Background: an optimization exercise with open tools, aiming at small area, a short achievable clock period and few clock cycles. Do not read the settings as production practice. RTL that was checked went through simulation tests only; none was proved equivalent to the original.

## wip/fjord
Design memory_functional_unit, start of the top module:
module memory_functional_unit #(
   parameter int NS = 2,     
   parameter int NQ = 1,     
   parameter int EXCL = 0,
   parameter int GOSAFE = 0
) (
   input  logic         clk,
   input  logic         nrst,
   input  logic [119:0] i_issue,
   input  logic         i_issue_valid,
   output logic         o_issue_ready,
   input  logic [35:0]  i_cdb,
   input  logic         i_cdb_valid,
   input  logic [4:0]   i_commit,
   input  logic         i_commit_valid,
   output logic [35:0]  o_cdb,
   output logic         o_cdb_valid,
   input  logic         i_cdb_ready,
   output logic [72:0]  o_mem,
   output logic         o_mem_valid,
   input  logic         i_mem_ready
);
export LEC_CHECK = 0
export ABC_AREA = 1
export CAP_MARGIN = 20
export CORE_MARGIN = 2
export CORE_UTILIZATION = 60
export SETUP_SLACK_MARGIN = 3.0
export SLEW_MARGIN = 20
create_clock -name core_clock -period 7.0 [get_ports {clk}]
standard.sh (not shown) runs the stock make flow with config.mk's settings and CLKGATE_MAP_FILE= SYNTH_SCRIPT=/design/flow/synth_recipe.tcl, a recipe that flattens the netlist after the stock synthesis.
==> flow/flow/run.sh <==
#!/bin/bash
# Standard layout, with the port buffers made from the smallest buffer cell.
set -euo pipefail
bash standard.sh "BUFFER_PORTS_ARGS=-buffer_cell sky130_fd_sc_hd__buf_1" finish > standard_make.log 2>&1
Testbench counts of wip/fjord, summed over its fixed seeds: cycles 9,134.
--- input diff wip/fjord..wip/cedar ---
diff --git a/flow/design.v b/flow/design.v
--- a/flow/design.v
+++ b/flow/design.v
@@ -178,37 +178,46 @@
       end else begin
          ad_base  = is_base[32:1];
          ad_off   = is_off[32:1];
          ad_minus = (is_lo == 2'b01);
       end
    end
-   logic [31:0] ad_b, ad_p, ad_g;
-   logic [31:0] pg_g [6];
-   logic [31:0] pg_p [6];
+   logic [31:0] ad_px, ad_pl, ad_mi;
+   logic [31:0] pp_g [6];
+   logic [31:0] pp_p [6];
+   logic [31:0] pm_g [6];
+   logic [31:0] pm_p [6];
    always_comb begin
-      ad_b = ad_off ^ {32{ad_minus}};
-      ad_p = ad_base ^ ad_b;
-      ad_g = ad_base & ad_b;
-      pg_g[0]    = ad_g;
-      pg_g[0][0] = ad_g[0] | (ad_p[0] & ad_minus);
-      pg_p[0]    = ad_p;
+      ad_px   = ad_base ^ ad_off;
+      pp_g[0] = ad_base & ad_off;
+      pp_p[0] = ad_px;
+      pm_g[0] = ad_base & ~ad_off;
+      pm_p[0] = ~ad_px;
+      pm_g[0][0] = pm_g[0][0] | pm_p[0][0];    
       for (int l = 0; l < 5; l++) begin
          for (int i = 0; i < 32; i++) begin
             if (((i >> l) & 1) != 0) begin
-               pg_g[l+1][i] = pg_g[l][i] | (pg_p[l][i] & pg_g[l][((i >> l) << l) - 1]);
-               pg_p[l+1][i] = pg_p[l][i] & pg_p[l][((i >> l) << l) - 1];
+               pp_g[l+1][i] = pp_g[l][i] | (pp_p[l][i] & pp_g[l][((i >> l) << l) - 1]);
+               pp_p[l+1][i] = pp_p[l][i] & pp_p[l][((i >> l) << l) - 1];
+               pm_g[l+1][i] = pm_g[l][i] | (pm_p[l][i] & pm_g[l][((i >> l) << l) - 1]);
+               pm_p[l+1][i] = pm_p[l][i] & pm_p[l][((i >> l) << l) - 1];
             end else begin
-               pg_g[l+1][i] = pg_g[l][i];
-               pg_p[l+1][i] = pg_p[l][i];
+               pp_g[l+1][i] = pp_g[l][i];
+               pp_p[l+1][i] = pp_p[l][i];
+               pm_g[l+1][i] = pm_g[l][i];
+               pm_p[l+1][i] = pm_p[l][i];
             end
          end
       end
-      ad_sum[0] = ad_p[0] ^ ad_minus;
+      ad_pl[0] = ad_px[0];
+      ad_mi[0] = ad_px[0];
       for (int i = 1; i < 32; i++) begin
-         ad_sum[i] = ad_p[i] ^ pg_g[5][i-1];
+         ad_pl[i] = ad_px[i] ^ pp_g[5][i-1];
+         ad_mi[i] = ~ad_px[i] ^ pm_g[5][i-1];
       end
+      ad_sum = ad_minus ? ad_mi : ad_pl;
    end
    logic commit_st;
    assign commit_st = i_commit_valid && (sb_cptr != sb_tail) && sb_rob[cp] == i_commit[4:1];
    always_ff @(posedge clk) begin
       if (nrst) begin
          for (int e = 0; e < NS; e++) begin
Findings:
- Compare wip/fjord and wip/cedar | fmax lower: wip/fjord
- [compare] base=wip/fjord new=wip/cedar: mean instance size in the synthesized netlist went down; layout inverter count without the clock tree shows an increase of 27%; global placement routability congestion climbed 2.4%; routed via count now sits higher.
Function not checked in wip/cedar: the RTL went through the layout flow alone.

-- afterwards: timing with drivers on the ports --
How much do the figures lean on ideal ports? The routed layouts below were timed once more, with nothing changed but the port constraints. Step 1 (the two cells are an assumption about what drives the block):
set clk [get_ports {clk}]
set_driving_cell -lib_cell sky130_fd_sc_hd__clkbuf_16 $clk
set_driving_cell -lib_cell sky130_fd_sc_hd__buf_2 [delete_from_list [all_inputs] $clk]
Step 2 moves the port delays by t, midway between the first and last clock arrival at a register: inputs arrive t later, outputs are due t later. That takes back most of the time a late clock gives input paths. Three values: ideal, step 1, step 2; two values: the first two.
run | t, ns | slack for setup (ns) | hold WS [ns] | latest minus earliest clock arrival (ns)
wip/fjord | 0.622 | 3.028 / 3.057 / 2.435 | 0.452 / 0.452 / 0.452 | 0.022 / 0.022
wip/cedar | 0.611 | 3.071 / 3.016 / 2.627 | 0.459 / 0.459 / 0.459 | 0.021 / 0.021
After both steps setup and hold are still met in every run listed. The setup slack of wip/fjord, which loses most, moves by +0.029 ns with the drivers and by -0.593 ns with both steps.
